Background: an optimization exercise with open tools, aiming at small area, a short achievable clock period and few clock cycles per item. Do not read the settings as production practice. The RTL was checked by simulation tests, not by an equivalence proof against the original design.

P:
## cmplx_mult_stream
module cmplx_mult_stream #(
  parameter int W     = 16,
  parameter int FRAC  = 15,
  parameter int FRAME = 16,
  parameter int ROUND = 1
) (
  input  logic                    clk,
  input  logic                    rst_n,
  input  logic                    clear,
  output logic                    ovf,
  input  logic                    in_valid,
  output logic                    in_ready,
  input  logic signed [W-1:0]     a_re,
  input  logic signed [W-1:0]     a_im,
  input  logic signed [W-1:0]     b_re,
  input  logic signed [W-1:0]     b_im,
  input  logic                    conj_b,
  output logic                    out_valid,
  input  logic                    out_ready,
  output logic signed [W-1:0]     p_re,
  output logic signed [W-1:0]     p_im,
  output logic [$clog2(FRAME)-1:0] p_idx,
  output logic                    p_last
);
  logic adv;         
  logic accept;
  logic ov;          
  logic take;
  logic [2:0] vld;    
  assign take   = ov & out_ready;
  assign accept = in_valid & adv;
  logic pend;    
  logic [0:0] idx_cur;
  assign idx_cur = pend | clear;
  logic [15:0] ar, ai;
  logic [7:0] br_one, br_two, br_neg, bi_one, bi_two, bi_nre, bi_nim;
  logic [0:0] idx_r [0:2];
  logic [7:0] e_br_one, e_br_two, e_br_neg, e_bi_one, e_bi_two, e_bi_nim;
  assign e_br_one[0] = b_re[0] ^ 1'b0;
  assign e_br_two[0] = (b_re[1] & ~b_re[0] & ~1'b0) | (~b_re[1] & b_re[0] & 1'b0);
  assign e_br_neg[0] = b_re[1];
  assign e_br_one[1] = b_re[2] ^ b_re[1];
  assign e_br_two[1] = (b_re[3] & ~b_re[2] & ~b_re[1]) | (~b_re[3] & b_re[2] & b_re[1]);
  assign e_br_neg[1] = b_re[3];
  assign e_br_one[2] = b_re[4] ^ b_re[3];
  assign e_br_two[2] = (b_re[5] & ~b_re[4] & ~b_re[3]) | (~b_re[5] & b_re[4] & b_re[3]);
  assign e_br_neg[2] = b_re[5];
  assign e_br_one[3] = b_re[6] ^ b_re[5];
  assign e_br_two[3] = (b_re[7] & ~b_re[6] & ~b_re[5]) | (~b_re[7] & b_re[6] & b_re[5]);
  assign e_br_neg[3] = b_re[7];
  assign e_br_one[4] = b_re[8] ^ b_re[7];
  assign e_br_two[4] = (b_re[9] & ~b_re[8] & ~b_re[7]) | (~b_re[9] & b_re[8] & b_re[7]);
  assign e_br_neg[4] = b_re[9];
  assign e_br_one[5] = b_re[10] ^ b_re[9];
  assign e_br_two[5] = (b_re[11] & ~b_re[10] & ~b_re[9]) | (~b_re[11] & b_re[10] & b_re[9]);
  assign e_br_neg[5] = b_re[11];
  assign e_br_one[6] = b_re[12] ^ b_re[11];
  ...
==> flow/config.mk <==
export PLATFORM = sky130hd
export DESIGN_NAME = cmplx_mult_stream
export DESIGN_NICKNAME = cmplx_mult_stream
export VERILOG_FILES = /design/flow/design.v
export SDC_FILE = /design/flow/constraint.sdc
export NUM_CORES = 4
export LEC_CHECK = 0
export CAP_MARGIN = 20
export CORE_MARGIN = 2
export CORE_UTILIZATION = 40
export CTS_BUF_LIST = sky130_fd_sc_hd__clkbuf_4 sky130_fd_sc_hd__clkbuf_8
export SETUP_SLACK_MARGIN = 5
export SLEW_MARGIN = 20
export TNS_END_PERCENT = 0
==> flow/constraint.sdc <==
create_clock -name core_clock -period 8.5 [get_ports {clk}]
set_input_delay 1.7000 -clock core_clock [delete_from_list [all_inputs] [get_ports {clk}]]
set_output_delay 1.7000 -clock core_clock [all_outputs]
set_load 0.01 [all_outputs]
standard.sh (not shown) runs the stock make flow with config.mk's settings and CLKGATE_MAP_FILE= SYNTH_SCRIPT=/design/flow/synth_recipe.tcl, a recipe that flattens the netlist after the stock synthesis.
==> flow/flow/run.sh <==
#!/bin/bash
# Standard ORFS layout, with one extra step between synthesis and floorplan:
# flow/fapol.py re-chooses the polarity of each full adder (a full adder is
# self-dual) and of each xor/xnor gate to remove the inverters that synthesis
# leaves between them. Registers are not touched.
set -euo pipefail
W=$PWD
R=$W/orfs/results/sky130hd/cmplx_mult_stream/base
# 1. the standard synthesis, unchanged
bash standard.sh "$R/1_2_yosys.v" > synth.log 2>&1
# 2. inverter clean-up on the synthesized netlist
cp "$R/1_2_yosys.v" "$W/1_2_yosys_standard.v"
python3 flow/fapol.py "$W/1_2_yosys_standard.v" "$R/1_2_yosys.v" > fapol.log 2>&1
# 3. the rest of the standard flow; the port buffers are plain buf_1 cells
#    (repair_timing resizes them where timing needs it)
BUFFER_PORTS_ARGS="-buffer_cell sky130_fd_sc_hd__buf_1" bash standard.sh > layout.log 2>&1
Other scripts of this flow, unchanged in this note and not shown: flow/flow/fapol.py
P was carried through to the last stage, and its layout satisfied the timing, design-rule and antenna checks.
Testbench counts of P, summed over its fixed seeds: cycles 16,024, items 16,000.
What Q does differently from P at the input level:
-- flow/config.mk --
<<< P, line 8
export CAP_MARGIN = 20
export CORE_MARGIN = 2
export CORE_UTILIZATION = 40
export CTS_BUF_LIST = sky130_fd_sc_hd__clkbuf_4 sky130_fd_sc_hd__clkbuf_8
export SETUP_SLACK_MARGIN = 5
export SLEW_MARGIN = 20
>>> Q, line 8
export CAP_MARGIN = 20
export CORE_MARGIN = 2
export CORE_UTILIZATION = 50
export CTS_BUF_LIST = sky130_fd_sc_hd__clkbuf_4 sky130_fd_sc_hd__clkbuf_8
export PLACE_DENSITY = 0.62
export SETUP_SLACK_MARGIN = 5
export SLEW_MARGIN = 20
Q finished end to end and its layout was clean on timing, DRC and antenna.
Per the comparison of Q with P, buffering overhead ~0 delta, post-DP HPWL shrank by about 2.3%.
Routed wire length: Q vs P down 7200 um
Fraction of area in multi-input gates (lower): P
Re mean cell area of the mapped netlist: no difference whatsoever between Q and P.
diff inputs: Q => R
-- flow/config.mk --
<<< Q, line 9
export CORE_MARGIN = 2
export CORE_UTILIZATION = 50
export CTS_BUF_LIST = sky130_fd_sc_hd__clkbuf_4 sky130_fd_sc_hd__clkbuf_8
export PLACE_DENSITY = 0.62
export SETUP_SLACK_MARGIN = 5
>>> R, line 9
export CORE_MARGIN = 2
export CORE_UTILIZATION = 50
export CTS_BUF_LIST = sky130_fd_sc_hd__clkbuf_2 sky130_fd_sc_hd__clkbuf_4
export PLACE_DENSITY = 0.62
export SETUP_SLACK_MARGIN = 5
In the final reports, the cell area of R is larger than that of Q.
From Q to R the numbers moved as follows: sequential cell area share fell 0.46 points; later-pin clock latency in the skew report saw an increase; final critical-path share of the clock period shrank by 0.69 points.
Every stage of the flow completed for R, and the final layout passed the timing, design-rule and antenna checks.
Q completed; timing, DRC and antenna clean
Against Q, number of vias per cell after detailed routing in R fell slightly.
In the reports for R and Q, the larger time the worst path needs with I/O delays and setup belongs to Q.
> inputs changed (R -> S)
==> flow/config.mk <==
export PLATFORM = sky130hd
export DESIGN_NAME = cmplx_mult_stream
export DESIGN_NICKNAME = cmplx_mult_stream
export VERILOG_FILES = /design/flow/design.v
export SDC_FILE = /design/flow/constraint.sdc
export NUM_CORES = 4
export LEC_CHECK = 0
export CAP_MARGIN = 20
export CORE_MARGIN = 2
export CORE_UTILIZATION = 40
export CTS_BUF_LIST = sky130_fd_sc_hd__clkbuf_4 sky130_fd_sc_hd__clkbuf_8
export SETUP_SLACK_MARGIN = 4.6
export SLEW_MARGIN = 20
export TNS_END_PERCENT = 0
==> results.txt <==
S ended with less worst hold margin than R. Height of the die delta for S relative to R: about 12% higher. All-layer global routing usage: S < R. [compare] base=R new=S: depth of the critical timing path with buffers and inverters included moved up, number of filler instances in the final layout went up by 35%, clock tree cell share of total cell area went up 0.28 points, utilization -12 points.

afterwards: timing with drivers on the ports:
In the flow no input, the clock included, has a driving cell. The finished layouts below were timed again as built, in two steps. Step 1 (the two cells are an assumption about what drives the block):
set clk [get_ports {clk}]
set_driving_cell -lib_cell sky130_fd_sc_hd__clkbuf_16 $clk
set_driving_cell -lib_cell sky130_fd_sc_hd__buf_2 [delete_from_list [all_inputs] $clk]
Step 2 also shifts input and output timing later by t, the mid clock arrival at the registers, as if the neighbouring blocks saw the same clock. a / b / c = ideal ports / drivers / drivers and shift; a / b = the first two.
| run | shift t [ns] | setup WS [ns] | hold WS [ns] | pins driven straight from the clock port |
|---|---|---|---|---|
| P | 0.712 | 4.533 / 4.533 / 4.081 | 0.422 / 0.422 / 0.422 | 1 |
| Q | 0.701 | 4.515 / 4.515 / 4.073 | 0.417 / 0.417 / 0.417 | 1 |
| R | 0.903 | 4.574 / 4.549 / 4.077 | 0.430 / 0.430 / 0.430 | 1 |
| S | 0.709 | 4.536 / 4.533 / 4.048 | 0.422 / 0.422 / 0.422 | 1 |
After both steps setup and hold are still met in every run listed. For R, which loses most, drivers alone change the setup slack by -0.025 ns; drivers and shift together by -0.497 ns.
